Background: an optimization exercise with open tools, aiming at small area, a short achievable clock period and few clock cycles per item. Do not read the settings as production practice.
RTL that was checked went through simulation tests only; none was proved equivalent to the original.
Power and IR drop assume default switching activity.

## old
==> flow/design.v (excerpt) <==
module lc4_pipe_top (
    input  logic        gwe,
    input  logic        i_rst,
    output logic [15:0] o_pc,
    input  logic [15:0] i_insn,
    output logic [15:0] o_dmem_addr,
    output logic        o_dmem_we,
    output logic [15:0] o_dmem_wdata,
    input  logic [15:0] i_dmem_rdata,
    output logic        o_wb_valid,
    output logic [15:0] o_wb_pc,
    output logic [15:0] o_wb_insn,
    output logic        o_wb_we,
    output logic [2:0]  o_wb_rd,
    output logic [15:0] o_wb_data
);
    logic        stall;
    logic [15:0] pc;
    logic        x_valid;
    logic [15:0] x_insn, xa, xb;                 
    logic        x_am, x_aw, x_bm, x_bw;       
    logic        x_sub, x_imm, x_imm_s;        
    logic        x_ssum;                       
    logic        m_valid, m_we, m_ld, m_st, m_mul, m_ph, m_busy, m_sbyp;
    logic [15:0] m_insn, m_res, m_b;
    logic        w_valid, w_we;
    logic [15:0] w_insn, w_data, w_pc;
    logic [3:0]  f_op;
    logic        f_arith, f_logic, f_str, f_hic, f_uses_a, f_uses_b;
    logic [2:0]  f_a_idx, f_b_idx;
    assign f_op     = i_insn[15:12];
    assign f_arith  = (f_op == 4'b0001);
    assign f_logic  = (f_op == 4'b0101);
    assign f_str    = (f_op == 4'b0111);
    assign f_hic    = (f_op == 4'b1101);
    assign f_a_idx  = i_insn[8:6];
  ...
For scale: roughly 310 flip-flops, roughly 140 I/O pins, roughly 21000 µm² of cells after synthesis.
export LEC_CHECK = 0
export CAP_MARGIN = 20
export CORE_MARGIN = 2
export CORE_UTILIZATION = 40
export SETUP_SLACK_MARGIN = 5
export SLEW_MARGIN = 20
export TNS_END_PERCENT = 0
create_clock -name core_clock -period 9.0 [get_ports {gwe}]
standard.sh (not shown) runs the stock make flow with config.mk's settings and CLKGATE_MAP_FILE= SYNTH_SCRIPT=/design/flow/synth_recipe.tcl, a recipe that flattens the netlist after the stock synthesis.
==> flow/flow/run.sh <==
#!/bin/bash
# The standard layout, with every input and output port buffered by a
# plain buffer (buf_2) instead of the default delay-cell buffer.
set -euo pipefail
export BUFFER_PORTS_ARGS="-buffer_cell sky130_fd_sc_hd__buf_2"
bash standard.sh > standard.log 2>&1
Input changes introduced in new (baseline for comparison: old):
diff --git a/flow/design.v b/flow/design.v
--- a/flow/design.v
+++ b/flow/design.v
@@ -22,23 +22,24 @@
         ALU_SRA,
         ALU_SRL,
         ALU_CONST,
         ALU_HICONST,
         ALU_ADDR       
     } lc4_alu_op_e;
 endpackage
 module lc4_mul16 (
     input  logic [15:0] a,
     input  logic [15:0] b,
     output logic [15:0] r0,
-    output logic [15:0] r1
+    output logic [15:0] r1,
+    output logic [15:0] r2
 );
     wire p0_0 = a[0] & b[0];
     wire p0_1 = a[1] & b[0];
     wire p0_2 = a[2] & b[0];
     wire p0_3 = a[3] & b[0];
     wire p0_4 = a[4] & b[0];
     wire p0_5 = a[5] & b[0];
     wire p0_6 = a[6] & b[0];
     wire p0_7 = a[7] & b[0];
     wire p0_8 = a[8] & b[0];
     wire p0_9 = a[9] & b[0];
@@ -329,51 +330,25 @@
     wire s171 = c130 ^ s133 ^ c132;
     wire c172 = (c130 & s133) | (c130 & c132) | (s133 & c132);
     wire s173 = c134 ^ s137 ^ c136;
     wire c174 = (c134 & s137) | (c134 & c136) | (s137 & c136);
     wire s175 = c138 ^ s141 ^ c140;
     wire c176 = (c138 & s141) | (c138 & c140) | (s141 & c140);
     wire s177 = c142 ^ c144 ^ s145;
     wire c178 = (c142 & c144) | (c142 & s145) | (c144 & s145);
     wire s179 = c146 ^ c148 ^ s149;
     wire c180 = (c146 & c148) | (c146 & s149) | (c148 & s149);
     wire s181 = c150 ^ s153 ^ c152;
-    wire s183 = p0_2 ^ p1_1;
-    wire c184 = p0_2 & p1_1;
-    wire s185 = p2_1 ^ p3_0 ^ s157;
-    wire c186 = (p2_1 & p3_0) | (p2_1 & s157) | (p3_0 & s157);
-    wire s187 = c158 ^ s111 ^ s159;
-    wire c188 = (c158 & s111) | (c158 & s159) | (s111 & s159);
-    wire s189 = c160 ^ s113 ^ s161;
-    wire c190 = (c160 & s113) | (c160 & s161) | (s113 & s161);
-    wire s191 = c162 ^ s119 ^ s163;
-    wire c192 = (c162 & s119) | (c162 & s163) | (s119 & s163);
-    wire s193 = c164 ^ s123 ^ s165;
-    wire c194 = (c164 & s123) | (c164 & s165) | (s123 & s165);
-    wire s195 = s127 ^ c166 ^ s167;
-    wire c196 = (s127 & c166) | (s127 & s167) | (c166 & s167);
-    wire s197 = s131 ^ c168 ^ s169;
-    wire c198 = (s131 & c168) | (s131 & s169) | (c168 & s169);
-    wire s199 = c170 ^ s135 ^ s171;
-    wire c200 = (c170 & s135) | (c170 & s171) | (s135 & s171);
-    wire s201 = s139 ^ c172 ^ s173;
-    wire c202 = (s139 & c172) | (s139 & s173) | (c172 & s173);
-    wire s203 = s143 ^ c174 ^ s175;
-    wire c204 = (s143 & c174) | (s143 & s175) | (c174 & s175);
-    wire s205 = s147 ^ c176 ^ s177;
-    wire c206 = (s147 & c176) | (s147 & s177) | (c176 & s177);
-    wire s207 = s151 ^ c178 ^ s179;
-    wire c208 = (s151 & c178) | (s151 & s179) | (c178 & s179);
-    wire s209 = c180 ^ s155 ^ s181;
-    assign r0 = {c208, c206, c204, c202, c200, c198, c196, c194, c192, c190, c188, c186, c184, s183, p0_1, p0_0};
-    assign r1 = {s209, s207, s205, s203, s201, s199, s197, s195, s193, s191, s189, s187, s185, p2_0, p1_0, 1'b0};
+    assign r0 = {c180, c178, c176, c174, c172, c170, c168, c166, c164, c162, c160, c158, s157, p0_2, p0_1, p0_0};
+    assign r1 = {s181, s179, s177, s175, s173, s171, s169, s167, s165, s163, s161, s159, p2_1, p1_1, p1_0, 1'b0};
+    assign r2 = {s155, s151, s147, s143, s139, s135, s131, s127, s123, s119, s113, s111, p3_0, p2_0, 1'b0, 1'b0};
 endmodule
 `timescale 1ns/1ps
 module lc4_pipe_top (
     input  logic        gwe,
     input  logic        i_rst,
     output logic [15:0] o_pc,
     input  logic [15:0] i_insn,
     output logic [15:0] o_dmem_addr,
     output logic        o_dmem_we,
     output logic [15:0] o_dmem_wdata,
     input  logic [15:0] i_dmem_rdata,
@@ -527,47 +502,48 @@
             m_mul   <= 1'b0;
             m_ph    <= 1'b0;
         end else begin
             m_ph    <= m_busy;
             if (!m_busy) begin
                 m_valid <= x_valid && !stall;
                 m_st    <= x_valid && !stall && op_str;
                 m_mul   <= x_valid && !stall && x_mul;
             end
         end
     end
-    logic [15:0] mt_r0, mt_r1;
+    logic [15:0] mt_r0, mt_r1, mt_r2, m_c;
     always_ff @(posedge gwe) begin
         if (!stall) begin
             m_insn <= x_insn;
             m_we   <= x_we;
             m_ld   <= op_ldr;
             m_sbyp <= op_str && m_valid && m_ld && m_insn[11:9] == x_insn[11:9];
         end
         m_res <= (x_ssum && !m_busy) ? sum : m_busy ? mt_r0 : oth;
         m_b   <= m_busy ? mt_r1 : b;
+        m_c   <= mt_r2;
     end
-    lc4_mul16 u_mul (.a(m_res), .b(m_b), .r0(mt_r0), .r1(mt_r1));
+    lc4_mul16 u_mul (.a(m_res), .b(m_b), .r0(mt_r0), .r1(mt_r1), .r2(mt_r2));
     assign o_dmem_addr  = m_res;
     assign o_dmem_we    = m_st;
     assign o_dmem_wdata = m_sbyp ? w_data : m_b;
     always_ff @(posedge gwe) begin
         if (i_rst) begin
             w_valid <= 1'b0;
             w_pc    <= 16'h8200;
         end else begin
             w_valid <= m_valid && !m_busy;
             if (w_valid) w_pc <= w_pc + 16'd1;
         end
     end
     always_ff @(posedge gwe) begin
         w_insn <= m_insn;
         w_we   <= m_we;
-        w_data <= m_ld ? i_dmem_rdata : m_mul ? m_res + m_b : m_res;
+        w_data <= m_ld ? i_dmem_rdata : m_mul ? m_res + m_b + m_c : m_res;
     end
     assign o_wb_valid = w_valid;
     assign o_wb_pc    = w_pc;
     assign o_wb_insn  = w_insn;
     assign o_wb_we    = w_we;
     assign o_wb_rd    = w_insn[11:9];
     assign o_wb_data  = w_data;
 endmodule
- new | status: complete | timing, DRC, antenna: pass
- Of the two values seen for master of the slowest instance on the critical path, sky130_fd_sc_hd__a221oi_1 was produced by old and sky130_fd_sc_hd__edfxtp_1 by new.
- Share of synthesized area occupied by flip-flops and latches: new > old
- Relative to old, the clock-buffer cell count measured on new has increased by a few percent.
- Fraction of met2 tracks used by global routing delta for new relative to old: 0.58 points lower
- Portion of total power attributed to the clock network, new and old: lower on old
- The initial cell density of the core on new is in line with that on old.
- Compared new vs old, and post-layout net count is down in new.
- Flip-flop and latch count delta for new relative to old: 4.6% higher
- Going from old to new, power +0.37 mW; combined global-route utilization of all metal layers has increased; clock latency on the worst-skew pair was more or less identical.
- Higher pin count of the biggest net entering global routing among new and old: old
- Taking old as the reference point, the number of buffers inserted to repair setup after CTS of new falls by 10.
- new vs old on met1 usage: new is the higher one.
- On first-pass GRT wire length: between new and old, it ends up higher for new.
No functional check of the RTL was part of any run of this note.


lc4_pipe_top, a different RTL version from the one above (not shown whole).
For scale: ~2600 cells after synthesis, ~140 I/O pins, about 21000 um^2 of cells after synthesis.
export LEC_CHECK = 0
export ABC_AREA = 1
export CAP_MARGIN = 20
export CORE_MARGIN = 2
export CORE_UTILIZATION = 40
export SLEW_MARGIN = 20
export TNS_END_PERCENT = 0
create_clock -name core_clock -period 9.0 [get_ports {gwe}]
==> flow/flow/run.sh <==
#!/bin/bash
# The standard layout, with these changes:
#  - every input and output port is buffered by a plain buffer (buf_2)
#    instead of the default delay-cell buffer;
#  - clock tree synthesis clusters up to 20 flip-flops per leaf buffer and
#    adds no dummy loads;
#  - timing repair aims for 6 ns of setup slack (a 3 ns period) on the
#    worst path; the clock and constraints are unchanged.
set -euo pipefail
export BUFFER_PORTS_ARGS="-buffer_cell sky130_fd_sc_hd__buf_2"
export CTS_ARGS="-sink_clustering_enable -repair_clock_nets -sink_clustering_size 20 -sink_clustering_max_diameter 100 -dont_use_dummy_load"
export SETUP_SLACK_MARGIN=6
bash standard.sh > standard.log 2>&1
Testbench counts at the start, summed over its fixed seeds: cycles 16,944, instructions 16,000.
Change:
--- a/flow/design.v
+++ b/flow/design.v
@@ -232,22 +232,23 @@
     logic [15:0] pc;
     logic        f_valid;
     logic [15:0] f_insn;
     logic [2:0]  f_b_idx;                      
     logic        f_sub;
     logic        x_valid;
     logic [15:0] x_insn, xa, xb;
     logic        x_am, x_aw;                   
     logic        x_bm, x_bw;
     logic        x_sld;                        
     logic        x_sub, x_imm, x_imm_s;        
+    logic        x_s_sum, x_s_log, x_s_imm9, x_s_sh, x_s_hic;
     logic        m_valid, m_we, m_ld, m_st, m_mul, m_busy;
     logic [15:0] m_insn, m_res, m_b;
     logic        w_valid, w_we;
     logic [15:0] w_insn, w_data, w_pc;
     always_ff @(posedge gwe) begin
         if (i_rst) begin
             pc      <= 16'h8200;
             f_valid <= 1'b0;
         end else if (!stall) begin
             pc      <= pc + 16'd1;
             f_valid <= 1'b1;
@@ -327,22 +328,27 @@
             x_insn  <= f_insn;
             xa      <= f_a;
             xb      <= f_b;
             x_am    <= f_uses_a && f_am;
             x_bm    <= f_uses_b && f_bm;
             x_sld   <= f_str && x_valid && op_ldr && x_insn[11:9] == f_insn[11:9];
             x_aw    <= f_uses_a && !f_am && m_valid && m_we && m_insn[11:9] == f_a_idx;
             x_bw    <= f_uses_b && !f_bm && m_valid && m_we && m_insn[11:9] == f_b_idx;
             x_sub   <= f_sub;
             x_imm   <= (f_arith && f_insn[5]) || f_op == 4'b0110 || f_str;
             x_imm_s <= (f_op == 4'b0110 || f_str) ? f_insn[5] : f_insn[4];
+            x_s_sum  <= (f_arith && f_insn[5:3] != 3'b001) || f_op == 4'b0110 || f_str;
+            x_s_log  <= f_logic;
+            x_s_imm9 <= f_op == 4'b1001;
+            x_s_sh   <= f_op == 4'b1010;
+            x_s_hic  <= f_hic;
         end
     end
     logic        x_ar, x_br;
     assign x_ar = !(x_am || x_aw);
     assign x_br = !(x_bm || x_bw);
     assign a    = ({16{x_am}} & m_res) | ({16{x_aw}} & w_data) | ({16{x_ar}} & xa);
     assign b    = ({16{x_bm}} & m_res) | ({16{x_bw}} & w_data) | ({16{x_br}} & xb);
     logic stall_next;
     assign stall_next = m_busy ? (x_am || x_bm) : !stall && x_valid && x_mul;
     always_ff @(posedge gwe) begin
         if (i_rst) stall <= 1'b0;
@@ -368,30 +374,26 @@
     logic [15:0] lg;
     always_comb begin
         if (x_insn[5]) lg = a & imm5;
         else case (x_insn[4:3])
             2'b00:   lg = a & b;
             2'b01:   lg = ~a;
             2'b10:   lg = a | b;
             default: lg = a ^ b;
         endcase
     end
     logic [15:0] res;
-    logic x_s_sum, x_s_imm9, x_s_hic;
-    assign x_s_sum  = (op_arith && !x_mul) || op_ldr || op_str;
-    assign x_s_imm9 = op == 4'b1001;
-    assign x_s_hic  = op == 4'b1101;
     assign res = ({16{x_s_sum}}  & sum)
-               | ({16{op_logic}} & lg)
+               | ({16{x_s_log}}  & lg)
                | ({16{x_s_imm9}} & imm9)
-               | ({16{op_shift}} & sh_out)
+               | ({16{x_s_sh}}   & sh_out)
                | ({16{x_s_hic}}  & {x_insn[7:0], b[7:0]});
     always_ff @(posedge gwe) begin
         if (i_rst) begin
             m_valid <= 1'b0;
             m_st    <= 1'b0;
             m_mul   <= 1'b0;
             m_busy  <= 1'b0;
         end else begin
             m_busy  <= !m_busy && x_valid && !stall && x_mul;
             if (!m_busy) begin
                 m_valid <= x_valid && !stall;
Worst setup slack is worse by 0.010 ns.
Routed wire length decreases by 2.1%.
Area after synthesis is higher by 1.1%.
Combinational power came out higher by about 4%.
Total power goes up by 2.6%.
Testbench counts after the change, summed over its fixed seeds: cycles 16,944, instructions 16,000.

## afterwards: timing with drivers on the ports
The results above use ideal ports. As a check the final layouts listed here were re-extracted and re-timed, cells and wires unchanged. Step 1, drivers: a clkbuf_16 drives gwe and a buf_2 each remaining input, both assumed. Step 2 also shifts input and output timing later by t, the mid clock arrival at the registers, as if the neighbouring blocks saw the same clock. Three values: no drivers, after step 1, after step 2; two values: the first two.
| run | shift t [ns] | setup slack, ns | worst setup path after step 2 | latest minus earliest clock arrival (ns) | worst register clock-pin slew, ns |
|---|---|---|---|---|---|
| old | 0.597 | 4.818 / 4.818 / 4.332 | input to register | 0.040 / 0.041 | 0.07 / 0.07 |
| new | 0.617 | 4.960 / 4.960 / 4.540 | input to register | 0.014 / 0.015 | 0.07 / 0.07 |
| the first run of note 2 | 0.606 | 5.806 / 5.756 / 5.806 | register to register | 0.054 / 0.054 | 0.09 / 0.09 |
| the second run of note 2 | 0.610 | 5.796 / 5.734 / 5.853 | register to register | 0.100 / 0.100 | 0.10 / 0.10 |
After both steps every run listed still meets setup and hold. The setup slack of old, which loses most, moves by 0.000 ns with the drivers and by -0.486 ns with both steps.
